Source: an optimization exercise on an open RTL-to-GDS flow (aim: small area). Production flows keep margins and buffers that such runs may drop.
No run shown here included a check of the RTL's function; only the layout flow was run.
Power is estimated from default activity; no workload was simulated.

File: design.v
package sprite_pkg;
   localparam logic [11:0] KEY_DEFAULT = 12'h428;
   localparam int PIX_W       = 12;
   localparam int XW_DEF      = 10;
   localparam int YW_DEF      = 9;
   localparam int AW_DEF      = 14;
   localparam int NUM_SPR_DEF = 8;
   typedef logic [PIX_W-1:0] pixel_t;
   typedef struct packed {
      logic              en;
      logic [XW_DEF-1:0] x;
      logic [YW_DEF-1:0] y;
      logic [XW_DEF-1:0] w;
      logic [YW_DEF-1:0] h;
   } spr_desc_t;
   function automatic logic multi_hot(input logic [31:0] v);
      multi_hot = ((v & (v - 32'd1)) != 32'd0);
   endfunction
endpackage
module sprite_hit_addr
#(
   parameter int XW = 10,
   parameter int YW = 9,
   parameter int AW = 14
) (
   input  logic          clk,
   input  logic          rst,
   input  logic          frame_start,
   input  logic          pix_req,
   input  logic [XW-1:0] col,
   input  logic [YW-1:0] row,
   input  logic          en,
   input  logic [XW-1:0] x,
   input  logic [YW-1:0] y,
   input  logic [XW-1:0] w,
   input  logic [YW-1:0] h,
   output logic [AW-1:0] addr,
   output logic          hit
);
   logic          en_reg;
   logic [XW-1:0] x_reg;
   logic [XW-1:0] w_reg;
   logic [YW-1:0] y_reg;
   logic [YW-1:0] h_reg;
   logic          hit_next;
   logic [9:0] ndx;
   logic [10:0] ndx_c;
   logic ndx_la;
   logic ndx_co;
   logic [8:0] ndy;
   logic [9:0] ndy_c;
   logic ndy_la;
   logic ndy_co;
   logic [10:0] dx_lt_b;
   logic dx_lt;
   logic [9:0] dy_lt_b;
   logic dy_lt;
   logic [11:0] w3;
   logic [11:0] w3_c;
   logic s1_0;
   logic s2_0;
   logic s3_0;
   logic s1_1;
   logic s2_1;
   logic s3_1;
   logic s1_2;
   logic s2_2;
   logic s3_2;
   logic s1_3;
   logic s2_3;
   logic s3_3;
   logic pp0_0;
   logic pp0_1;
   logic pp0_2;
   logic pp0_3;
   logic pp0_4;
   logic pp0_5;
   logic pp0_6;
   logic pp0_7;
   logic pp0_8;
   logic pp0_9;
   logic pp0_10;
   logic pp0_11;
   logic pp1_2;
   logic pp1_3;
   logic pp1_4;
   logic pp1_5;
   logic pp1_6;
   logic pp1_7;
   logic pp1_8;
   logic pp1_9;
   logic pp1_10;
   logic pp1_11;
   logic pp1_12;
   logic pp1_13;
   logic pp2_4;
   logic pp2_5;
   logic pp2_6;
   logic pp2_7;
   logic pp2_8;
   logic pp2_9;
   logic pp2_10;
   logic pp2_11;
   logic pp2_12;
   logic pp2_13;
   logic pp3_6;
   logic pp3_7;
   logic pp3_8;
   logic pp3_9;
   logic pp3_10;
   logic pp3_11;
   logic pp3_12;
   logic pp3_13;
   logic pp4_8;
   logic pp4_9;
   logic pp4_10;
   logic pp4_11;
   logic pp4_12;
   logic pp4_13;
   logic [13:0] lin;
   logic s1;
   logic s2;
   logic s3;
   logic s4;
   logic s5;
   logic s6;
   logic s7;
   logic s8;
   logic s9;
   logic s10;
   logic s11;
   logic s12;
   logic s13;
   logic s14;
   logic s15;
   logic s16;
   logic s17;
   logic s18;
   logic s19;
   logic s20;
   logic s21;
   logic s22;
   logic s23;
   logic s24;
   logic s25;
   logic s26;
   logic s27;
   logic s28;
   logic s29;
   logic s30;
   logic s31;
   logic s32;
   logic s33;
   logic s34;
   logic s35;
   logic s36;
   logic s37;
   logic s38;
   logic s39;
   logic s40;
   logic s41;
   logic s42;
   logic s43;
   logic s44;
   logic s45;
   logic s46;
   logic s47;
   logic s48;
   logic s49;
   logic s50;
   logic s51;
   logic s52;
   logic s53;
   logic s54;
   logic s55;
   logic s56;
   logic s57;
   logic s58;
   logic s59;
   logic s60;
   logic s61;
   logic s62;
   logic s63;
   logic s64;
   logic s65;
   logic s66;
   logic s67;
   logic s68;
   logic s69;
   logic s70;
   logic s71;
   logic s72;
   logic s73;
   logic s74;
   logic s75;
   logic s76;
   logic s77;
   logic s78;
   logic s79;
   logic s80;
   logic s81;
   logic s82;
   logic s83;
   logic s84;
   logic s85;
   logic s86;
   logic s87;
   logic s88;
   logic s89;
   logic s90;
   logic s91;
   logic s92;
   logic s93;
   logic s94;
   logic [3:0] fin_p;
   logic [3:0] fin_g;
   logic [3:0] fin;
   logic pg95;
   logic pp96;
   logic pg97;
   logic pp98;
   logic pg99;
   logic pp100;
   logic pg101;
   logic pp102;
   logic fin_co;
   always_ff @(posedge clk) begin
      if (rst)
         en_reg <= 1'b0;
      else if (frame_start)
         en_reg <= en;
   end
   always_ff @(posedge clk) begin
      if (frame_start) begin
         x_reg <= x;
         y_reg <= y;
         w_reg <= w;
         h_reg <= h;
      end
   end
   assign ndx_c[0] = 1'b0;
   assign ndx_la = ((x_reg[0] & ~col[0]) & (x_reg[1] | ~col[1]) & (x_reg[2] | ~col[2]) & (x_reg[3] | ~col[3])) | ((x_reg[1] & ~col[1]) & (x_reg[2] | ~col[2]) & (x_reg[3] | ~col[3])) | ((x_reg[2] & ~col[2]) & (x_reg[3] | ~col[3])) | ((x_reg[3] & ~col[3]));
   sprite_ha u_ha1 (.a(x_reg[0]), .b(~col[0]), .s(ndx[0]), .co(ndx_c[1]));
   sprite_fa u_fa2 (.a(x_reg[1]), .b(~col[1]), .ci(ndx_c[1]), .s(ndx[1]), .co(ndx_c[2]));
   sprite_fa u_fa3 (.a(x_reg[2]), .b(~col[2]), .ci(ndx_c[2]), .s(ndx[2]), .co(ndx_c[3]));
   sprite_fa u_fa4 (.a(x_reg[3]), .b(~col[3]), .ci(ndx_c[3]), .s(ndx[3]), .co(ndx_c[4]));
   sprite_fa u_fa5 (.a(x_reg[4]), .b(~col[4]), .ci(ndx_la), .s(ndx[4]), .co(ndx_c[5]));
   sprite_fa u_fa6 (.a(x_reg[5]), .b(~col[5]), .ci(ndx_c[5]), .s(ndx[5]), .co(ndx_c[6]));
   sprite_fa u_fa7 (.a(x_reg[6]), .b(~col[6]), .ci(ndx_c[6]), .s(ndx[6]), .co(ndx_c[7]));
   sprite_fa u_fa8 (.a(x_reg[7]), .b(~col[7]), .ci(ndx_c[7]), .s(ndx[7]), .co(ndx_c[8]));
   sprite_fa u_fa9 (.a(x_reg[8]), .b(~col[8]), .ci(ndx_c[8]), .s(ndx[8]), .co(ndx_c[9]));
   sprite_fa u_fa10 (.a(x_reg[9]), .b(~col[9]), .ci(ndx_c[9]), .s(ndx[9]), .co(ndx_c[10]));
   assign ndx_co = ndx_c[10];
   assign ndy_c[0] = 1'b0;
   assign ndy_la = ((y_reg[0] & ~row[0]) & (y_reg[1] | ~row[1]) & (y_reg[2] | ~row[2]) & (y_reg[3] | ~row[3])) | ((y_reg[1] & ~row[1]) & (y_reg[2] | ~row[2]) & (y_reg[3] | ~row[3])) | ((y_reg[2] & ~row[2]) & (y_reg[3] | ~row[3])) | ((y_reg[3] & ~row[3]));
   sprite_ha u_ha11 (.a(y_reg[0]), .b(~row[0]), .s(ndy[0]), .co(ndy_c[1]));
   sprite_fa u_fa12 (.a(y_reg[1]), .b(~row[1]), .ci(ndy_c[1]), .s(ndy[1]), .co(ndy_c[2]));
   sprite_fa u_fa13 (.a(y_reg[2]), .b(~row[2]), .ci(ndy_c[2]), .s(ndy[2]), .co(ndy_c[3]));
   sprite_fa u_fa14 (.a(y_reg[3]), .b(~row[3]), .ci(ndy_c[3]), .s(ndy[3]), .co(ndy_c[4]));
   sprite_fa u_fa15 (.a(y_reg[4]), .b(~row[4]), .ci(ndy_la), .s(ndy[4]), .co(ndy_c[5]));
   sprite_fa u_fa16 (.a(y_reg[5]), .b(~row[5]), .ci(ndy_c[5]), .s(ndy[5]), .co(ndy_c[6]));
   sprite_fa u_fa17 (.a(y_reg[6]), .b(~row[6]), .ci(ndy_c[6]), .s(ndy[6]), .co(ndy_c[7]));
   sprite_fa u_fa18 (.a(y_reg[7]), .b(~row[7]), .ci(ndy_c[7]), .s(ndy[7]), .co(ndy_c[8]));
   sprite_fa u_fa19 (.a(y_reg[8]), .b(~row[8]), .ci(ndy_c[8]), .s(ndy[8]), .co(ndy_c[9]));
   assign ndy_co = ndy_c[9];
   assign dx_lt_b[0] = 1'b0;
   assign dx_lt_b[1] = (ndx[0] & w_reg[0]) | (ndx[0] & dx_lt_b[0]) | (w_reg[0] & dx_lt_b[0]);
   sprite_maj3 u_maj20 (.a(ndx[1]), .b(w_reg[1]), .c(dx_lt_b[1]), .x(dx_lt_b[2]));
   sprite_maj3 u_maj21 (.a(ndx[2]), .b(w_reg[2]), .c(dx_lt_b[2]), .x(dx_lt_b[3]));
   sprite_maj3 u_maj22 (.a(ndx[3]), .b(w_reg[3]), .c(dx_lt_b[3]), .x(dx_lt_b[4]));
   sprite_maj3 u_maj23 (.a(ndx[4]), .b(w_reg[4]), .c(dx_lt_b[4]), .x(dx_lt_b[5]));
   sprite_maj3 u_maj24 (.a(ndx[5]), .b(w_reg[5]), .c(dx_lt_b[5]), .x(dx_lt_b[6]));
   sprite_maj3 u_maj25 (.a(ndx[6]), .b(w_reg[6]), .c(dx_lt_b[6]), .x(dx_lt_b[7]));
   sprite_maj3 u_maj26 (.a(ndx[7]), .b(w_reg[7]), .c(dx_lt_b[7]), .x(dx_lt_b[8]));
   sprite_maj3 u_maj27 (.a(ndx[8]), .b(w_reg[8]), .c(dx_lt_b[8]), .x(dx_lt_b[9]));
   sprite_maj3 u_maj28 (.a(ndx[9]), .b(w_reg[9]), .c(dx_lt_b[9]), .x(dx_lt_b[10]));
   assign dx_lt = dx_lt_b[10];
   assign dy_lt_b[0] = 1'b0;
   assign dy_lt_b[1] = (ndy[0] & h_reg[0]) | (ndy[0] & dy_lt_b[0]) | (h_reg[0] & dy_lt_b[0]);
   sprite_maj3 u_maj29 (.a(ndy[1]), .b(h_reg[1]), .c(dy_lt_b[1]), .x(dy_lt_b[2]));
   sprite_maj3 u_maj30 (.a(ndy[2]), .b(h_reg[2]), .c(dy_lt_b[2]), .x(dy_lt_b[3]));
   sprite_maj3 u_maj31 (.a(ndy[3]), .b(h_reg[3]), .c(dy_lt_b[3]), .x(dy_lt_b[4]));
   sprite_maj3 u_maj32 (.a(ndy[4]), .b(h_reg[4]), .c(dy_lt_b[4]), .x(dy_lt_b[5]));
   sprite_maj3 u_maj33 (.a(ndy[5]), .b(h_reg[5]), .c(dy_lt_b[5]), .x(dy_lt_b[6]));
   sprite_maj3 u_maj34 (.a(ndy[6]), .b(h_reg[6]), .c(dy_lt_b[6]), .x(dy_lt_b[7]));
   sprite_maj3 u_maj35 (.a(ndy[7]), .b(h_reg[7]), .c(dy_lt_b[7]), .x(dy_lt_b[8]));
   sprite_maj3 u_maj36 (.a(ndy[8]), .b(h_reg[8]), .c(dy_lt_b[8]), .x(dy_lt_b[9]));
   assign dy_lt = dy_lt_b[9];
   assign w3[0] = w_reg[0];
   sprite_ha u_ha37 (.a(w_reg[1]), .b(w_reg[0]), .s(w3[1]), .co(w3_c[2]));
   sprite_fa u_fa38 (.a(w_reg[2]), .b(w_reg[1]), .ci(w3_c[2]), .s(w3[2]), .co(w3_c[3]));
   sprite_fa u_fa39 (.a(w_reg[3]), .b(w_reg[2]), .ci(w3_c[3]), .s(w3[3]), .co(w3_c[4]));
   sprite_fa u_fa40 (.a(w_reg[4]), .b(w_reg[3]), .ci(w3_c[4]), .s(w3[4]), .co(w3_c[5]));
   sprite_fa u_fa41 (.a(w_reg[5]), .b(w_reg[4]), .ci(w3_c[5]), .s(w3[5]), .co(w3_c[6]));
   sprite_fa u_fa42 (.a(w_reg[6]), .b(w_reg[5]), .ci(w3_c[6]), .s(w3[6]), .co(w3_c[7]));
   sprite_fa u_fa43 (.a(w_reg[7]), .b(w_reg[6]), .ci(w3_c[7]), .s(w3[7]), .co(w3_c[8]));
   sprite_fa u_fa44 (.a(w_reg[8]), .b(w_reg[7]), .ci(w3_c[8]), .s(w3[8]), .co(w3_c[9]));
   sprite_fa u_fa45 (.a(w_reg[9]), .b(w_reg[8]), .ci(w3_c[9]), .s(w3[9]), .co(w3_c[10]));
   sprite_ha u_ha46 (.a(w_reg[9]), .b(w3_c[10]), .s(w3[10]), .co(w3[11]));
   assign s1_0 = ~ndy[0] & ndy[1];
   assign s2_0 = ndy[0] & ~ndy[1];
   assign s3_0 = ~(ndy[0] | ndy[1]);
   assign s1_1 = ~ndy[2] & ndy[3];
   assign s2_1 = ndy[2] & ~ndy[3];
   assign s3_1 = ~(ndy[2] | ndy[3]);
   assign s1_2 = ~ndy[4] & ndy[5];
   assign s2_2 = ndy[4] & ~ndy[5];
   assign s3_2 = ~(ndy[4] | ndy[5]);
   assign s1_3 = ~ndy[6] & ndy[7];
   assign s2_3 = ndy[6] & ~ndy[7];
   assign s3_3 = ~(ndy[6] | ndy[7]);
   assign pp0_0 = ~((~ndy[0] & w_reg[0]));
   sprite_a222oi u_aoi47 (.a1(s1_0), .a2(w_reg[1]), .b1(s2_0), .b2(w_reg[0]), .c1(s3_0), .c2(w3[1]), .y(pp0_1));
   sprite_a222oi u_aoi48 (.a1(s1_0), .a2(w_reg[2]), .b1(s2_0), .b2(w_reg[1]), .c1(s3_0), .c2(w3[2]), .y(pp0_2));
   sprite_a222oi u_aoi49 (.a1(s1_0), .a2(w_reg[3]), .b1(s2_0), .b2(w_reg[2]), .c1(s3_0), .c2(w3[3]), .y(pp0_3));
   sprite_a222oi u_aoi50 (.a1(s1_0), .a2(w_reg[4]), .b1(s2_0), .b2(w_reg[3]), .c1(s3_0), .c2(w3[4]), .y(pp0_4));
   sprite_a222oi u_aoi51 (.a1(s1_0), .a2(w_reg[5]), .b1(s2_0), .b2(w_reg[4]), .c1(s3_0), .c2(w3[5]), .y(pp0_5));
   sprite_a222oi u_aoi52 (.a1(s1_0), .a2(w_reg[6]), .b1(s2_0), .b2(w_reg[5]), .c1(s3_0), .c2(w3[6]), .y(pp0_6));
   sprite_a222oi u_aoi53 (.a1(s1_0), .a2(w_reg[7]), .b1(s2_0), .b2(w_reg[6]), .c1(s3_0), .c2(w3[7]), .y(pp0_7));
   sprite_a222oi u_aoi54 (.a1(s1_0), .a2(w_reg[8]), .b1(s2_0), .b2(w_reg[7]), .c1(s3_0), .c2(w3[8]), .y(pp0_8));
   sprite_a222oi u_aoi55 (.a1(s1_0), .a2(w_reg[9]), .b1(s2_0), .b2(w_reg[8]), .c1(s3_0), .c2(w3[9]), .y(pp0_9));
   sprite_a22oi u_aoi56 (.a1(s2_0), .a2(w_reg[9]), .b1(s3_0), .b2(w3[10]), .y(pp0_10));
   assign pp0_11 = ~((s3_0 & w3[11]));
   assign pp1_2 = ~((~ndy[2] & w_reg[0]));
   sprite_a222oi u_aoi57 (.a1(s1_1), .a2(w_reg[1]), .b1(s2_1), .b2(w_reg[0]), .c1(s3_1), .c2(w3[1]), .y(pp1_3));
   sprite_a222oi u_aoi58 (.a1(s1_1), .a2(w_reg[2]), .b1(s2_1), .b2(w_reg[1]), .c1(s3_1), .c2(w3[2]), .y(pp1_4));
   sprite_a222oi u_aoi59 (.a1(s1_1), .a2(w_reg[3]), .b1(s2_1), .b2(w_reg[2]), .c1(s3_1), .c2(w3[3]), .y(pp1_5));
   sprite_a222oi u_aoi60 (.a1(s1_1), .a2(w_reg[4]), .b1(s2_1), .b2(w_reg[3]), .c1(s3_1), .c2(w3[4]), .y(pp1_6));
   sprite_a222oi u_aoi61 (.a1(s1_1), .a2(w_reg[5]), .b1(s2_1), .b2(w_reg[4]), .c1(s3_1), .c2(w3[5]), .y(pp1_7));
   sprite_a222oi u_aoi62 (.a1(s1_1), .a2(w_reg[6]), .b1(s2_1), .b2(w_reg[5]), .c1(s3_1), .c2(w3[6]), .y(pp1_8));
   sprite_a222oi u_aoi63 (.a1(s1_1), .a2(w_reg[7]), .b1(s2_1), .b2(w_reg[6]), .c1(s3_1), .c2(w3[7]), .y(pp1_9));
   sprite_a222oi u_aoi64 (.a1(s1_1), .a2(w_reg[8]), .b1(s2_1), .b2(w_reg[7]), .c1(s3_1), .c2(w3[8]), .y(pp1_10));
   sprite_a222oi u_aoi65 (.a1(s1_1), .a2(w_reg[9]), .b1(s2_1), .b2(w_reg[8]), .c1(s3_1), .c2(w3[9]), .y(pp1_11));
   sprite_a22oi u_aoi66 (.a1(s2_1), .a2(w_reg[9]), .b1(s3_1), .b2(w3[10]), .y(pp1_12));
   assign pp1_13 = ~((s3_1 & w3[11]));
   assign pp2_4 = ~((~ndy[4] & w_reg[0]));
   sprite_a222oi u_aoi67 (.a1(s1_2), .a2(w_reg[1]), .b1(s2_2), .b2(w_reg[0]), .c1(s3_2), .c2(w3[1]), .y(pp2_5));
   sprite_a222oi u_aoi68 (.a1(s1_2), .a2(w_reg[2]), .b1(s2_2), .b2(w_reg[1]), .c1(s3_2), .c2(w3[2]), .y(pp2_6));
   sprite_a222oi u_aoi69 (.a1(s1_2), .a2(w_reg[3]), .b1(s2_2), .b2(w_reg[2]), .c1(s3_2), .c2(w3[3]), .y(pp2_7));
   sprite_a222oi u_aoi70 (.a1(s1_2), .a2(w_reg[4]), .b1(s2_2), .b2(w_reg[3]), .c1(s3_2), .c2(w3[4]), .y(pp2_8));
   sprite_a222oi u_aoi71 (.a1(s1_2), .a2(w_reg[5]), .b1(s2_2), .b2(w_reg[4]), .c1(s3_2), .c2(w3[5]), .y(pp2_9));
   sprite_a222oi u_aoi72 (.a1(s1_2), .a2(w_reg[6]), .b1(s2_2), .b2(w_reg[5]), .c1(s3_2), .c2(w3[6]), .y(pp2_10));
   sprite_a222oi u_aoi73 (.a1(s1_2), .a2(w_reg[7]), .b1(s2_2), .b2(w_reg[6]), .c1(s3_2), .c2(w3[7]), .y(pp2_11));
   sprite_a222oi u_aoi74 (.a1(s1_2), .a2(w_reg[8]), .b1(s2_2), .b2(w_reg[7]), .c1(s3_2), .c2(w3[8]), .y(pp2_12));
   sprite_a222oi u_aoi75 (.a1(s1_2), .a2(w_reg[9]), .b1(s2_2), .b2(w_reg[8]), .c1(s3_2), .c2(w3[9]), .y(pp2_13));
   assign pp3_6 = ~((~ndy[6] & w_reg[0]));
   sprite_a222oi u_aoi76 (.a1(s1_3), .a2(w_reg[1]), .b1(s2_3), .b2(w_reg[0]), .c1(s3_3), .c2(w3[1]), .y(pp3_7));
   sprite_a222oi u_aoi77 (.a1(s1_3), .a2(w_reg[2]), .b1(s2_3), .b2(w_reg[1]), .c1(s3_3), .c2(w3[2]), .y(pp3_8));
   sprite_a222oi u_aoi78 (.a1(s1_3), .a2(w_reg[3]), .b1(s2_3), .b2(w_reg[2]), .c1(s3_3), .c2(w3[3]), .y(pp3_9));
   sprite_a222oi u_aoi79 (.a1(s1_3), .a2(w_reg[4]), .b1(s2_3), .b2(w_reg[3]), .c1(s3_3), .c2(w3[4]), .y(pp3_10));
   sprite_a222oi u_aoi80 (.a1(s1_3), .a2(w_reg[5]), .b1(s2_3), .b2(w_reg[4]), .c1(s3_3), .c2(w3[5]), .y(pp3_11));
   sprite_a222oi u_aoi81 (.a1(s1_3), .a2(w_reg[6]), .b1(s2_3), .b2(w_reg[5]), .c1(s3_3), .c2(w3[6]), .y(pp3_12));
   sprite_a222oi u_aoi82 (.a1(s1_3), .a2(w_reg[7]), .b1(s2_3), .b2(w_reg[6]), .c1(s3_3), .c2(w3[7]), .y(pp3_13));
   assign pp4_8 = ~(~ndy[8] & w_reg[0]);
   assign pp4_9 = ~(~ndy[8] & w_reg[1]);
   assign pp4_10 = ~(~ndy[8] & w_reg[2]);
   assign pp4_11 = ~(~ndy[8] & w_reg[3]);
   assign pp4_12 = ~(~ndy[8] & w_reg[4]);
   assign pp4_13 = ~(~ndy[8] & w_reg[5]);
   assign s1 = ~(ndx[0] ^ pp0_0);
   assign s2 = ndx[0] | pp0_0;
   assign lin[0] = s1;   
   sprite_fa u_fa83 (.a(ndx[1]), .b(s2), .ci(pp0_1), .s(s3), .co(s4));
   assign lin[1] = s3;   
   assign s5 = ~(ndx[2] ^ pp0_2);
   assign s6 = ndx[2] | pp0_2;
   sprite_fa u_fa84 (.a(pp1_2), .b(s5), .ci(s4), .s(s7), .co(s8));
   assign lin[2] = s7;   
   sprite_fa u_fa85 (.a(pp0_3), .b(ndx[3]), .ci(s6), .s(s9), .co(s10));
   sprite_fa u_fa86 (.a(pp1_3), .b(s8), .ci(s9), .s(s11), .co(s12));
   assign lin[3] = s11;   
   assign s13 = ~(ndx[4] ^ pp0_4);
   assign s14 = ndx[4] | pp0_4;
   sprite_fa u_fa87 (.a(pp2_4), .b(s13), .ci(s10), .s(s15), .co(s16));
   sprite_fa u_fa88 (.a(pp1_4), .b(s15), .ci(s12), .s(s17), .co(s18));
   assign lin[4] = s17;   
   sprite_fa u_fa89 (.a(pp0_5), .b(ndx[5]), .ci(s14), .s(s19), .co(s20));
   sprite_fa u_fa90 (.a(pp1_5), .b(pp2_5), .ci(s19), .s(s21), .co(s22));
   sprite_fa u_fa91 (.a(s16), .b(s21), .ci(s18), .s(s23), .co(s24));
   assign lin[5] = s23;   
   assign s25 = ~(pp0_6 ^ ndx[6]);
   assign s26 = pp0_6 | ndx[6];
   sprite_fa u_fa92 (.a(s20), .b(pp1_6), .ci(pp2_6), .s(s27), .co(s28));
   sprite_fa u_fa93 (.a(pp3_6), .b(s25), .ci(s22), .s(s29), .co(s30));
   sprite_fa u_fa94 (.a(s27), .b(s29), .ci(s24), .s(s31), .co(s32));
   assign lin[6] = s31;   
   sprite_fa u_fa95 (.a(pp0_7), .b(pp1_7), .ci(pp2_7), .s(s33), .co(s34));
   sprite_fa u_fa96 (.a(s26), .b(ndx[7]), .ci(s28), .s(s35), .co(s36));
   sprite_fa u_fa97 (.a(s33), .b(pp3_7), .ci(s30), .s(s37), .co(s38));
   sprite_fa u_fa98 (.a(s35), .b(s37), .ci(s32), .s(s39), .co(s40));
   assign lin[7] = s39;   
   assign s41 = ~(pp0_8 ^ pp1_8);
   assign s42 = pp0_8 | pp1_8;
   sprite_fa u_fa99 (.a(pp2_8), .b(s41), .ci(s34), .s(s43), .co(s44));
   sprite_fa u_fa100 (.a(ndx[8]), .b(pp3_8), .ci(s36), .s(s45), .co(s46));
   sprite_fa u_fa101 (.a(pp4_8), .b(s43), .ci(s38), .s(s47), .co(s48));
   sprite_fa u_fa102 (.a(s45), .b(s47), .ci(s40), .s(s49), .co(s50));
   assign lin[8] = s49;   
   sprite_fa u_fa103 (.a(pp0_9), .b(pp1_9), .ci(pp2_9), .s(s51), .co(s52));
   sprite_fa u_fa104 (.a(s42), .b(s51), .ci(pp3_9), .s(s53), .co(s54));
   sprite_fa u_fa105 (.a(s44), .b(pp4_9), .ci(ndx[9]), .s(s55), .co(s56));
   sprite_fa u_fa106 (.a(s46), .b(s53), .ci(s55), .s(s57), .co(s58));
   sprite_fa u_fa107 (.a(s48), .b(s57), .ci(s50), .s(s59), .co(s60));
   assign lin[9] = s59;   
   assign s61 = ~(pp0_10 ^ pp1_10);
   assign s62 = pp0_10 | pp1_10;
   sprite_fa u_fa108 (.a(pp2_10), .b(s61), .ci(s52), .s(s63), .co(s64));
   sprite_fa u_fa109 (.a(pp3_10), .b(pp4_10), .ci(s63), .s(s65), .co(s66));
   sprite_fa u_fa110 (.a(s54), .b(s56), .ci(s65), .s(s67), .co(s68));
   sprite_ha u_ha111 (.a(s58), .b(s67), .s(s69), .co(s70));
   assign s71 = ~(pp0_11 ^ pp1_11);
   assign s72 = pp0_11 | pp1_11;
   sprite_fa u_fa112 (.a(pp2_11), .b(s62), .ci(s71), .s(s73), .co(s74));
   sprite_fa u_fa113 (.a(pp3_11), .b(s64), .ci(s73), .s(s75), .co(s76));
   sprite_fa u_fa114 (.a(pp4_11), .b(s66), .ci(s75), .s(s77), .co(s78));
   sprite_ha u_ha115 (.a(s68), .b(s77), .s(s79), .co(s80));
   sprite_fa u_fa116 (.a(pp1_12), .b(pp2_12), .ci(s72), .s(s81), .co(s82));
   sprite_fa u_fa117 (.a(s74), .b(s81), .ci(pp3_12), .s(s83), .co(s84));
   sprite_fa u_fa118 (.a(pp4_12), .b(s76), .ci(s83), .s(s85), .co(s86));
   sprite_ha u_ha119 (.a(s78), .b(s85), .s(s87), .co(s88));
   assign s89 = pp1_13 ^ pp2_13;
   assign s90 = s89 ^ s82;
   assign s91 = pp3_13 ^ s90;
   assign s92 = pp4_13 ^ s91;
   assign s93 = s84 ^ s92;
   assign s94 = s93 ^ s86;
   assign fin_p[0] = s69 ^ s60;
   assign fin_g[0] = s69 & s60;
   assign fin_p[1] = s70 ^ s79;
   assign fin_g[1] = s70 & s79;
   assign fin_p[2] = s80 ^ s87;
   assign fin_g[2] = s80 & s87;
   assign fin_p[3] = s94 ^ s88;
   assign fin_g[3] = s94 & s88;
   assign pg95 = fin_g[1] | (fin_p[1] & fin_g[0]);
   assign pp96 = fin_p[1] & fin_p[0];
   assign pg97 = fin_g[3] | (fin_p[3] & fin_g[2]);
   assign pp98 = fin_p[3] & fin_p[2];
   assign pg99 = fin_g[2] | (fin_p[2] & pg95);
   assign pp100 = fin_p[2] & pp96;
   assign pg101 = pg97 | (pp98 & pg95);
   assign pp102 = pp98 & pp96;
   assign fin[0] = fin_p[0] ^ 1'b0;
   assign fin[1] = fin_p[1] ^ fin_g[0];
   assign fin[2] = fin_p[2] ^ pg95;
   assign fin[3] = fin_p[3] ^ pg99;
   assign fin_co = pg101;
   assign lin[10] = fin[0];
   assign lin[11] = fin[1];
   assign lin[12] = fin[2];
   assign lin[13] = ~fin[3];
   assign hit_next = pix_req && en_reg && !ndx_co && !ndy_co && dx_lt && dy_lt;
   always_ff @(posedge clk) begin
      if (rst) begin
         addr <= '0;
         hit  <= 1'b0;
      end else begin
         hit  <= hit_next;
         addr <= hit_next ? ~lin : '0;
      end
   end
endmodule
module sprite_fa (
   input  logic a,
   input  logic b,
   input  logic ci,
   output logic s,
   output logic co
);
   assign s  = a ^ b ^ ci;
   assign co = (a & b) | (a & ci) | (b & ci);
endmodule
module sprite_ha (
   input  logic a,
   input  logic b,
   output logic s,
   output logic co
);
   assign s  = a ^ b;
   assign co = a & b;
endmodule
module sprite_a222oi (
   input  logic a1,
   input  logic a2,
   input  logic b1,
   input  logic b2,
   input  logic c1,
   input  logic c2,
   output logic y
);
   assign y = ~((a1 & a2) | (b1 & b2) | (c1 & c2));
endmodule
module sprite_maj3 (
   input  logic a,
   input  logic b,
   input  logic c,
   output logic x
);
   assign x = (a & b) | (a & c) | (b & c);
endmodule
module sprite_a22oi (
   input  logic a1,
   input  logic a2,
   input  logic b1,
   input  logic b2,
   output logic y
);
   assign y = ~((a1 & a2) | (b1 & b2));
endmodule
module sprite_compositor
#(
   parameter int          NUM_SPR = 8,
   parameter int          XW      = 10,
   parameter int          YW      = 9,
   parameter int          AW      = 14,
   parameter logic [11:0] KEY     = sprite_pkg::KEY_DEFAULT
) (
   input  logic                     clk,
   input  logic                     rst,
   input  logic                     frame_start,
   input  logic                     pix_req,
   input  logic [XW-1:0]            col_in,
   input  logic [YW-1:0]            row_in,
   input  logic [NUM_SPR-1:0]       spr_en,
   input  logic [NUM_SPR*XW-1:0]    spr_x,
   input  logic [NUM_SPR*YW-1:0]    spr_y,
   input  logic [NUM_SPR*XW-1:0]    spr_w,
   input  logic [NUM_SPR*YW-1:0]    spr_h,
   output logic [NUM_SPR*AW-1:0]    spr_addr,
   input  logic [NUM_SPR*12-1:0]    spr_data,
   input  logic [11:0]              bg_data,
   input  logic                     ovl_en,
   input  logic [11:0]              ovl_data,
   output logic [11:0]              pix_out,
   output logic                     pix_valid,
   output logic [$clog2(NUM_SPR):0] top_id,
   output logic [NUM_SPR-1:0]       coll_flags
);
   localparam int IDW = $clog2(NUM_SPR) + 1;
   logic [NUM_SPR-1:0] hit1;
   logic [NUM_SPR-1:0] hit2;
   logic [NUM_SPR-1:0] opaque;
   logic [NUM_SPR-1:0] higher;
   logic [NUM_SPR-1:0] sel;
   logic [NUM_SPR-1:0] seen1;
   logic [NUM_SPR-1:0] seen2;
   logic [NUM_SPR-1:0] coll_event;
   logic [NUM_SPR-1:0] acc_reg;
   logic               valid1;
   logic               valid2;
   logic               ovl1;
   logic               ovl2;
   logic               live;
   logic               sel_bg;
   logic               sel_ovl;
   logic               sel_hold;
   sprite_pkg::pixel_t pix_next;
   logic [IDW-1:0]     id_next;
   genvar gi;
   generate
      for (gi = 0; gi < NUM_SPR; gi++) begin : g_chan
         sprite_hit_addr #(
            .XW (XW),
            .YW (YW),
            .AW (AW)
         ) u_hit (
            .clk         (clk),
            .rst         (rst),
            .frame_start (frame_start),
            .pix_req     (pix_req),
            .col         (col_in),
            .row         (row_in),
            .en          (spr_en[gi]),
            .x           (spr_x[gi*XW +: XW]),
            .y           (spr_y[gi*YW +: YW]),
            .w           (spr_w[gi*XW +: XW]),
            .h           (spr_h[gi*YW +: YW]),
            .addr        (spr_addr[gi*AW +: AW]),
            .hit         (hit1[gi])
         );
         assign opaque[gi] = hit2[gi] && (spr_data[gi*12 +: 12] != KEY);
      end
   endgenerate
   always_ff @(posedge clk) begin
      if (rst) begin
         valid1 <= 1'b0;
         ovl1   <= 1'b0;
         valid2 <= 1'b0;
         ovl2   <= 1'b0;
         hit2   <= '0;
      end else begin
         valid1 <= pix_req;
         ovl1   <= ovl_en;
         valid2 <= valid1;
         ovl2   <= ovl1;
         hit2   <= hit1;
      end
   end
   always_comb begin
      higher[NUM_SPR-1] = 1'b0;
      for (int i = NUM_SPR - 2; i >= 0; i--)
         higher[i] = higher[i+1] | opaque[i+1];
      live     = !rst && valid2 && !ovl2;
      for (int i = 0; i < NUM_SPR; i++)
         sel[i] = live && opaque[i] && !higher[i];
      sel_ovl  = !rst && valid2 && ovl2;
      sel_bg   = live && !(higher[0] | opaque[0]);
      sel_hold = !rst && !valid2;
      id_next  = {IDW{sel_hold}} & top_id;
      for (int i = 0; i < NUM_SPR; i++)
         id_next = id_next | ({IDW{sel[i]}} & IDW'(i + 1));
      seen1[0] = opaque[0];
      seen2[0] = 1'b0;
      for (int i = 1; i < NUM_SPR; i++) begin
         seen1[i] = seen1[i-1] | opaque[i];
         seen2[i] = seen2[i-1] | (seen1[i-1] & opaque[i]);
      end
      coll_event = {NUM_SPR{seen2[NUM_SPR-1]}} & opaque;
   end
   logic [11:0] pix_y0, pix_y1, pix_y2, pix_y3;
   genvar bi;
   generate
      for (bi = 0; bi < 12; bi++) begin : g_pix
         sprite_a222oi u_y0 (
            .a1 (sel[0]), .a2 (spr_data[0*12 + bi]),
            .b1 (sel[1]), .b2 (spr_data[1*12 + bi]),
            .c1 (sel[2]), .c2 (spr_data[2*12 + bi]),
            .y  (pix_y0[bi])
         );
         sprite_a222oi u_y1 (
            .a1 (sel[3]), .a2 (spr_data[3*12 + bi]),
            .b1 (sel[4]), .b2 (spr_data[4*12 + bi]),
            .c1 (sel[5]), .c2 (spr_data[5*12 + bi]),
            .y  (pix_y1[bi])
         );
         sprite_a222oi u_y2 (
            .a1 (sel[6]), .a2 (spr_data[6*12 + bi]),
            .b1 (sel[7]), .b2 (spr_data[7*12 + bi]),
            .c1 (sel_ovl), .c2 (ovl_data[bi]),
            .y  (pix_y2[bi])
         );
         sprite_a22oi u_y3 (
            .a1 (sel_bg), .a2 (bg_data[bi]),
            .b1 (sel_hold), .b2 (pix_out[bi]),
            .y  (pix_y3[bi])
         );
         assign pix_next[bi] = !(pix_y0[bi] && pix_y1[bi] && pix_y2[bi] && pix_y3[bi]);
      end
   endgenerate
   always_ff @(posedge clk) begin
      pix_out <= pix_next;
      top_id  <= id_next;
   end
   always_ff @(posedge clk) begin
      if (rst) begin
         pix_valid  <= 1'b0;
         acc_reg    <= '0;
         coll_flags <= '0;
      end else begin
         pix_valid <= valid2;
         if (frame_start) begin
            coll_flags <= acc_reg | coll_event;
            acc_reg    <= '0;
         end else begin
            acc_reg    <= acc_reg | coll_event;
         end
      end
   end
endmodule
File: flow/run.sh
#!/bin/bash
# Own layout flow: the standard flow (standard.sh) with these changes.
#  - Synthesis reads a copy of the design in which the RTL's full and half
#    adder and gate modules (sprite_fa, sprite_ha, sprite_a222oi, sprite_a22oi,
#    sprite_maj3) are the library cells of the same function,
#    and the flow's own full-adder extraction is off (ADDER_MAP_FILE empty),
#    so the adder tree is built as the RTL lays it out. Everything else,
#    registers included, is the standard synthesis.
#  - Every port still gets a buffer, but a plain buf_1 instead of the delay
#    buffer that buffer_ports picks by default.
#  - Clock tree synthesis clusters up to 25 sinks within 100 um under each
#    clkbuf_16 and inserts no dummy loads.
# Each step's full output goes to a log file in the work folder.
set -euo pipefail
WORK=$(pwd)
python3 flow/mapcells.py design.v "$WORK/design_cells.v" > mapcells.log 2>&1
COMMON=("VERILOG_FILES=$WORK/design_cells.v" "ADDER_MAP_FILE=")
bash standard.sh "${COMMON[@]}" synth > synth.log 2>&1
CTS="-sink_clustering_enable -repair_clock_nets -dont_use_dummy_load -buf_list sky130_fd_sc_hd__clkbuf_16 -sink_clustering_size 25 -sink_clustering_max_diameter 100"
bash standard.sh "${COMMON[@]}" "BUFFER_PORTS_ARGS=-buffer_cell sky130_fd_sc_hd__buf_1" "CTS_ARGS=$CTS" finish > layout.log 2>&1
File: constraint.sdc
create_clock -name core_clock -period 7.5 [get_ports {clk}]
set_input_delay 1.5000 -clock core_clock [delete_from_list [all_inputs] [get_ports {clk}]]
set_output_delay 1.5000 -clock core_clock [all_outputs]
set_load 0.01 [all_outputs]
File: flow/mapcells.py
# Writes a copy of the design in which the RTL's adder and gate modules
# (sprite_fa, sprite_ha, sprite_a222oi, sprite_a22oi, sprite_maj3) are the
# library cells of the same function.
import re, sys
src = open(sys.argv[1]).read()
fa = """module sprite_fa (a, b, ci, s, co);
   input a, b, ci;
   output s, co;
   sky130_fd_sc_hd__fa_1 u_cell (.A(a), .B(b), .CIN(ci), .SUM(s), .COUT(co));
endmodule
"""
ha = """module sprite_ha (a, b, s, co);
   input a, b;
   output s, co;
   sky130_fd_sc_hd__ha_1 u_cell (.A(a), .B(b), .SUM(s), .COUT(co));
endmodule
"""
aoi = {'sprite_a222oi': ('a222oi_1', ['a1','a2','b1','b2','c1','c2'], ['A1','A2','B1','B2','C1','C2']),
       'sprite_a22oi': ('a22oi_1', ['a1','a2','b1','b2'], ['A1','A2','B1','B2']),
       'sprite_maj3': ('maj3_1', ['a','b','c'], ['A','B','C'])}
for mod, (cell, pins, cpins) in aoi.items():
    o = 'x' if cell.startswith('maj') else 'y'
    body = f"module {mod} ({', '.join(pins)}, {o});\n   input {', '.join(pins)};\n   output {o};\n   sky130_fd_sc_hd__{cell} u_cell (" + ', '.join(f'.{c}({p})' for c, p in zip(cpins, pins)) + f", .{'X' if cell.startswith('maj') else 'Y'}({'x' if cell.startswith('maj') else 'y'}));\nendmodule\n"
    src = re.sub(r'\bmodule\s+' + mod + r'\b.*?\bendmodule\b', body, src, flags=re.S)
n1 = len(re.findall(r'\bmodule\s+sprite_fa\b', src)); n2 = len(re.findall(r'\bmodule\s+sprite_ha\b', src))
src = re.sub(r'\bmodule\s+sprite_fa\b.*?\bendmodule\b', fa, src, flags=re.S)
src = re.sub(r'\bmodule\s+sprite_ha\b.*?\bendmodule\b', ha, src, flags=re.S)
sys.stderr.write(f"replaced {n1} fa, {n2} ha modules\n")
open(sys.argv[2], 'w').write(src)
File: standard.sh
#!/bin/bash
# synth_recipe.tcl (not shown) runs the flow's synth.tcl, then flattens the netlist and writes it again
# the make line also repeats each setting of config.mk as NAME=value (left out here)
make -C /OpenROAD-flow-scripts/flow DESIGN_CONFIG=/design/flow/config.mk WORK_HOME=/design/flow/orfs CLKGATE_MAP_FILE= SYNTH_SCRIPT=/design/flow/synth_recipe.tcl "${@:-finish}"
File: config.mk
export PLATFORM = sky130hd
export DESIGN_NAME = sprite_compositor
export DESIGN_NICKNAME = sprite_compositor
export VERILOG_FILES = /design/flow/design.v
export SDC_FILE = /design/flow/constraint.sdc
export NUM_CORES = 4
export LEC_CHECK = 0
export ABC_AREA = 1
export CAP_MARGIN = 20
export CORE_MARGIN = 2
export CORE_UTILIZATION = 40
export GPL_TIMING_DRIVEN = 0
export SLEW_MARGIN = 20
==> results of run 1 <==
==> power by group <==
part           switching, mW  internal (mW)  total, mW
logic                   5.97           4.78       10.8
registers              0.191           2.96       3.15
clock network          0.864          0.680       1.54
total                   7.02           8.42       15.4
==> placed cells by master, fill, tap and decap left out, types with 10 or more instances in the layout <==
cell and count:
maj3_1 148, ha_1 51, inv_1 210, edfxtp_1 304
inv_2 13, xor2_1 27, nor2_1 178, nor2_4 33
clkbuf_16 29, fa_1 446, nand2_1 418, nor2_2 47
buf_4 78, xnor2_1 33, a21oi_1 40, or2_2 62
fa_2 26, nand4_1 12, buf_2 11, dfxtp_1 173
o221ai_1 10, a222oi_1 308, nand3_1 38, buf_1 590
a22oi_1 24
==> layout make-up <==
cell class | instances | area [sq um] | share of cell area [%]
antenna | 2 | 5.005 | 0.01289
buffer | 29 | 191.4 | 0.4930
clock buffer | 29 | 725.7 | 1.869
inverter | 227 | 877.1 | 2.259
multi-input combinational | 1989 | 20040 | 51.61
sequential | 477 | 12590 | 32.43
tap | 1070 | 1339 | 3.448
timing repair buffer | 672 | 3060 | 7.882
==> final timing paths <==
| path | from | endpoint | slack, ns | cells after the start |
|---|---|---|---|---|
| setup / recovery | g_chan[3].u_hit.w_reg[1] | g_chan[3].u_hit.addr[13] | 0.15 | 23 |
| hold / removal | ovl1 | ovl2 | 0.40 | 2 |
| setup reg to reg | g_chan[3].u_hit.w_reg[1] | g_chan[3].u_hit.addr[13] | 0.15 | 23 |
| hold reg to reg | ovl1 | ovl2 | 0.40 | 2 |
==> metrics by stage <==
step | area, sq um | setup TNS, ns | total power, mW
after floorplan | 33130 | 0 | 11.13
after global placement | 36690 | -2556.45 | 13.52
after detailed placement | 37100 | -55.33 | 13.66
after CTS | 38050 | -0.02714 | 15.31
after global routing | 38830 | -0.1259 | 17.14
final | 38830 | 0 | 15.44
==> timing repair <==
item	4_1_cts	5_1_grt
pin swaps	0	18
resized for setup	33	128
endpoints found under the setup margin	38	19
hold buffers	0	0
setup buffers	19	44
cloned	0	0
==> layer usage <==
metal | vias up | GRT usage, % | share of wire [%]
met3 | 257 | 6.310 | 10
met5 | - | 0 | 0.14
met2 | 1573 | 43.49 | 48
met4 | 24 | 9.593 | 4.4
met1 | 12840 | 32.77 | 38
li1 | 11401 | - | -
==> cells by family after synthesis <==
| logic type | after synthesis | synth area share [%] |
|---|---|---|
| AND/OR/NAND/NOR | 833 | 10.71 |
| adder cells (fa/ha/maj) | 676 | 35.10 |
| flip-flops | 477 | 38.00 |
| AO/OA/AOI/OAI | 419 | 11.46 |
| buffers and inverters | 257 | 3.108 |
| XOR/XNOR | 61 | 1.612 |
==> critical path, stage by stage (launching register included) <==
cell and delay, ns:
edfxtp_1 0.48, ha_1 0.26, fa_2 0.34, fa_1 0.38, fa_1 0.39, fa_1 0.40, fa_1 0.39, fa_1 0.39
fa_1 0.38, fa_1 0.57, a222oi_1 0.12, fa_1 0.45, fa_1 0.40, fa_1 0.54, fa_1 0.42, ha_1 0.30
or2_2 0.31, nand3_1 0.09, nand2_1 0.08, nand2_1 0.09, a21boi_2 0.19, nand3_1 0.11, nand2_1 0.09, nor2_2 0.05
==> summary.md, run 1 <==
| Metric | Value |
|---|---|
| Status | complete, no violations |
| Commonest cells in the netlist | fa_1, nand2_1, a222oi_1, edfxtp_1, nor2_1 |
| Port bufs | ~600 |
| Worst-path clk slew | 0.10 ns |
| Share of flip-flops with an asynchronous set or reset | 0% |
| Max Cap Viol | 0 |
| Ports | 593 |
| CORE AREA | around 0.082 sq mm |
| Max FO, Critical Path | 3 |
| Detail Placement HPWL | 88320 um |
| Final-report setup violation count | 0 |
| DRC errors left | 0 |
| Max FFs per register | 112 |
| Fin nets | 4409 |
| CTS max path bufs | 3 |
| Layout fillers | 7642 |
| Post-Route WL | 113100 um |
| Leak Pwr | 14.08 nW |
| Aggregate global-route resource usage | 26.01% |
| Gp weighted congestion | 0.9432 |
| DRT iter0 DRCs | around 4000 |
| Vias/cell | 5.805 |
| Worst path required time | 8.03 ns |
| # rows | 105 |
| Worst hold slack | slightly above 0.4 ns |
| Worst skew pair latency | about 0.63 ns |
| Share of cells above drive strength 1 | 10.37% |
| Vias | 26095 |
| Period utilization | 98.00% |
| Synth area leader | fa_1 |
| Worst hold path class | reg -> reg |
| Yosys Warn Count | 2 |
| Max Freq | 136.1 MHz |
| WP data arrival | 7.88 ns |
| CP endpoint kind | flop |
| Setup WS post-layout | 0.1504 ns |
| Synthesized Nets | 3707 |
| Kind of critical path | reg -> reg |
| Die area | 0.08515 sq mm |
| Sequential cell area fraction in the yosys report | 38.00% |
| Relative slew slack | a little under an eighth |
| Most numerous cell in the Yosys netlist | fa_1 |
| Vias in the first global route | 26132 |
| Cell Area, Synth | roughly 0.033 sq mm |
| Hold Fails Final Rpt | 0 |
| Post-synth EDFFs | 304 |
| Pre-CTS WS | -1.568 ns |
| Top_reg_cell synth | edfxtp_1 |
| CTS Buf Count | 29 |
| Slew Limit Fails | 0 |
| Die W | 291.8 um |
| Initial core utilization | 40.35% |
| CP Launch Type | flop |
| Fin crit period | 7.350 ns |
| Area grow syn2layout | 17.19% |
| Clock skew | 0.05884 ns |
| CTS Sinks | between 400 and 500 |
| Clock root buffer | clkbuf_16 |
| H-tree level count | 1 |
| Largest net degree at the start of global routing | 35 |
| Top cells by area, synth | fa_1, edfxtp_1, dfxtp_1 |
| Slew @ Worst Pin | 1.314 ns |
| Pwr/cell area | 397.7 mW/mm^2 |
| Fin util | 47.29% |
| RSZ-0062 raised after global routing | true |
| Die Ht | 291.8 um |
| TritonCTS clock tree | built |
| Yosys cell types | 41 |
| Synthesized instance count | 2723 |
| Post-synthesis sequential element count | around 480 |
| Worst vdd rail ir drop | 0.3819 mV |
| Antenna-violating nets left | 0 |
| Syn_area_per_cell | 12.17 sq um |
| Initial antenna violation count | 14 |
| First-pass GRT wire length | 164400 um |
| Fin cells | 4495 |
| Drt pass-1 iters | 17 |
| Grt ovf | 0 |
| Synth top area share | 28.52% |
| WL/cell | 25.16 um |
| Post-Place Cells | 4402 |
==> inputs of run 2 (changes only) <==
--- a/flow/mapcells.py
+++ b/flow/mapcells.py
@@ -1,3 +1,3 @@
 # Writes a copy of the design in which the RTL's adder and gate modules
-# (sprite_fa, sprite_ha, sprite_a222oi, sprite_a22oi, sprite_maj3) are the
+# (sprite_fa, sprite_ha and the sprite_<gate> modules listed below) are the
 # library cells of the same function.
@@ -19,3 +19,6 @@
        'sprite_a22oi': ('a22oi_1', ['a1','a2','b1','b2'], ['A1','A2','B1','B2']),
-       'sprite_maj3': ('maj3_1', ['a','b','c'], ['A','B','C'])}
+       'sprite_maj3': ('maj3_1', ['a','b','c'], ['A','B','C']),
+       'sprite_nor4': ('nor4_1', ['a','b','c','d'], ['A','B','C','D']),
+       'sprite_nand3': ('nand3_1', ['a','b','c'], ['A','B','C']),
+       'sprite_nand4bb': ('nand4bb_1', ['a_n','b_n','c','d'], ['A_N','B_N','C','D'])}
 for mod, (cell, pins, cpins) in aoi.items():
--- a/config.mk
+++ b/config.mk
@@ -10,3 +10,3 @@
 export CORE_MARGIN = 2
-export CORE_UTILIZATION = 40
+export CORE_UTILIZATION = 50
 export GPL_TIMING_DRIVEN = 0
==> run 2 against run 1 <==
Effect of this change:
- still clean on timing, DRC and antenna
- worst setup slack worse by 0.023 ns
- core utilization increased by 11 points
- clock power about the same
- largest power group unchanged
==> summary.md, run 2 <==
| Metric | Value |
|---|---|
| Clock root buffer | clkbuf_16 |
| Post-synthesis sequential element count | 477 |
| Die W | 261.4 um |
| Most frequent cells in the layout | buf_1, fa_1, nand2_1 |
| Drt pass-1 iters | 17 |
| Wire length on met2 | 56870 um |
| Area grow syn2layout | 16.30% |
| Fin crit period | 7.373 ns |
| Synthesized instance count | 2723 |
| Most numerous cell in the Yosys netlist | fa_1 |
| Port bufs | 591 |
| Status | complete, no violations |
| Share of cells above drive strength 1 | roughly a tenth |
| First-pass GRT wire length | 167700 um |
| Initial antenna violation count | 12 |
| Ports | roughly 590 |
| Post-Route WL | 116200 um |
| End of the critical path | g_chan[7].u_hit.addr[13] |
| FF-to-FF path depth | 26 |
| Setup WS post-layout | roughly 0.13 ns |
| Setup TNS | 0 ns |
| Sequential cell area | 0.01259 sq mm |
| Sequential cell area fraction in the yosys report | roughly two fifths |
| Syn_area_per_cell | 12.17 sq um |
| Synthesized Nets | approximately 3700 |
| Slew @ Worst Pin | 1.075 ns |
| Commonest non-fill, non-tap cell in the layout | buf_1 |
| Vias in the first global route | 26713 |
| Met3 routed WL | 11160 um |
| Top_reg_cell synth | edfxtp_1 |
| DRT iter0 DRCs | 4069 |
| Die Ht | 261.4 um |
| Commonest cells in the netlist | fa_1, nand2_1, a222oi_1, edfxtp_1, nor2_1 |
| Gp weighted congestion | 0.9987 |
| WL/cell | between 20 and 30 um |
| Highest routed layer | met5 |
| Hold_buf cts | 0 |
| Fin util | 58.72% |
| Pwr/cell area | 412.2 mW/mm^2 |
| Worst hold path class | reg -> reg |
| Synth area leader | fa_1 |
| Max FO, Critical Path | 3 |
| CP endpoint kind | flop |
| Synth top area share | 28.52% |
| Worst-path clk slew | 0.09 ns |
| TritonCTS clock tree | built |
| Vias | approximately 26000 |
| Top cells by area, synth | fa_1, edfxtp_1, dfxtp_1 |
| Antenna-violating nets left | 0 |
| Reg-to-Reg End | g_chan[7].u_hit.addr[13] |
| Share of flip-flops with an asynchronous set or reset | 0% |
| Die area | 0.06834 sq mm |
| WP data arrival | 7.85 ns |
| Hold Fails Final Rpt | 0 |
| Cell Area, Synth | 0.03313 sq mm |
| Routed met1 length | 43800 um |
| Post-Place Cell Area | 0.03676 sq mm |
| CTS Sinks | 477 |
| Min-delay src | g_chan[0].u_hit.hit |
| Relative slew slack | 28.25% |
| Final-report setup violation count | 0 |
| Layout fillers | ~5500 |
| CP Launch Type | flop |
| H-tree level count | 1 |
| Total power | 15.88 mW |
| CTS Buf Count | 28 |
| CORE AREA | approximately 0.066 sq mm |
| Critical Path Source | g_chan[7].u_hit.w_reg[0] |
| Worst R2R Setup Slack | 0.13 ns |
| Worst skew pair latency | 0.64 ns |
| Worst path required time | 7.97 ns |
| Max FFs per register | 112 |
| Worst vdd rail ir drop | around 0.59 mV |
| Final Cell Area | approximately 0.039 sq mm |
| Yosys Warn Count | 2 |
| Clock skew | 0.05342 ns |
| # rows | 94 |
| DRC errors left | 0 |
| Largest net degree at the start of global routing | 36 |
| Max Freq | ~140 MHz |
| Detail Placement HPWL | approximately 92000 um |
| Vias/cell | 6.167 |
| Slew Limit Fails | 0 |
| Fin nets | 4396 |
| Leak Pwr | 14.02 nW |
| CTS max path bufs | 3 |
| Yosys cell types | 41 |
| Aggregate global-route resource usage | 33.47% |
| Kind of critical path | reg -> reg |
| Post-synth EDFFs | between 300 and 400 |
| Period utilization | 98.30% |
| Pre-CTS WS | -1.513 ns |
| Initial core utilization | 50.49% |
| Grt ovf | 0 |
| RR Startpoint | g_chan[7].u_hit.w_reg[0] |
| Multi-input logic area | 0.02011 sq mm |
| Max Cap Viol | 0 |
run 2: cell types whose count changed in the layout (fill, tap and decap cells not counted), moves of 5 or more:
cell,change
buf_4,-13
fa_1,-13
fa_2,+13
nor2_1,+5
run 2: worst min-delay path by stage:
stage | end | slack [ns] | cells after the start
detailed placement | hit2[0] | 0.40 | 2
floorplan | hit2[0] | 0.39 | 2
finish | hit2[0] | 0.41 | 2
CTS | hit2[0] | 0.41 | 2
global route | ovl2 | 0.44 | 2
global placement | ovl2 | 0.39 | 2
run 2: through the flow:
step / cells / hold WS (ns)
6_report: 4280 / 0.4081
5_1_grt: 4279 / 0.4359
4_1_cts: 4244 / 0.4128
3_5_place_dp: 4193 / 0.3989
3_3_place_gp: 4178 / 0.3940
2_1_floorplan: 2723 / 0.3883
run 2: timing repair:
| action | CTS | global route |
|---|---|---|
| buffers inserted | 23 | 29 |
| endpoints found under the setup margin | 38 | 16 |
| resized for setup | 69 | 132 |
| pin swaps | 2 | 34 |
run 2: logic make-up (layout without fill, tap and decap cells):
logic type	after synthesis	in the layout	share of synthesized area, %
AO/OA/AOI/OAI	419	419	11.46
XOR/XNOR	61	61	1.612
adder cells (fa/ha/maj)	676	676	35.10
buffers and inverters	257	944	3.108
flip-flops	477	477	38.00
other	0	6	0
AND/OR/NAND/NOR	833	833	10.71
run 2: layer usage:
| metal | track usage (%) | up-vias |
|---|---|---|
| met3 | 6.369 | 214 |
| met1 | 43.25 | 13134 |
| met2 | 56.89 | 1651 |
| li1 | - | 11385 |
| met4 | 11.28 | 12 |
| met5 | 0 | - |
run 2: area by class of cell:
cell class / count / area share [%]
Inverter: 227 / 2.296
Sequential cell: 477 / 32.68
Multi-Input combinational cell: 1989 / 52.19
Clock buffer: 28 / 1.818
Tap cell: 864 / 2.805
Buffer: 30 / 0.5747
Timing Repair Buffer: 659 / 7.604
Antenna cell: 6 / 0.03896
run 2: power breakdown:
group | total [mW] | internal (mW) | leakage, nW | switching (mW)
logic | 11.2 | 4.90 | 9.30 | 6.32
registers | 3.15 | 2.96 | 4.37 | 0.196
clock network | 1.51 | 0.659 | 0.345 | 0.851
run 2: critical path, cell delays in order, from the launching register on:
cell and delay, ns:
edfxtp_1 0.48, ha_2 0.23, fa_1 0.38, fa_1 0.39, fa_2 0.35, fa_2 0.34
fa_1 0.39, fa_2 0.35, fa_2 0.36, fa_2 0.51, a222oi_1 0.40, buf_4 0.20
nand2_1 0.05, nand2_1 0.08, fa_1 0.44, fa_1 0.53, fa_1 0.43, ha_1 0.30
or2_2 0.31, nand3_1 0.09, nand2_1 0.08, nand2_1 0.07, inv_1 0.05, a21oi_1 0.10
inv_1 0.08, o21ai_2 0.15, a21oi_2 0.08

## static timing again, ports no longer ideal
How much do the figures lean on ideal ports? The routed layouts below were timed once more, with nothing changed but the port constraints.
Step 1 assumes that a clkbuf_16 drives the clock port and a buf_2 every other input.
Step 2 times the ports against the registers' clock, not the clock port: input delays grow and output delays shrink by t, the midpoint of the rising clock arrivals with the driver on.
Slacks: ideal / step 1 / step 2; pairs: ideal / step 1.
run | t (ns) | setup slack, ns | worst slew at a driven data input, ns
run 1 | 0.668 | 0.150 / 0.150 / -0.422 | 0.16
run 2 | 0.669 | 0.127 / 0.127 / -0.433 | 0.13
With both steps, setup timing fails in run 1 and run 2, where it was met with ideal ports. The setup slack of run 1, which loses most, moves by 0.000 ns with the drivers and by -0.572 ns with both steps.
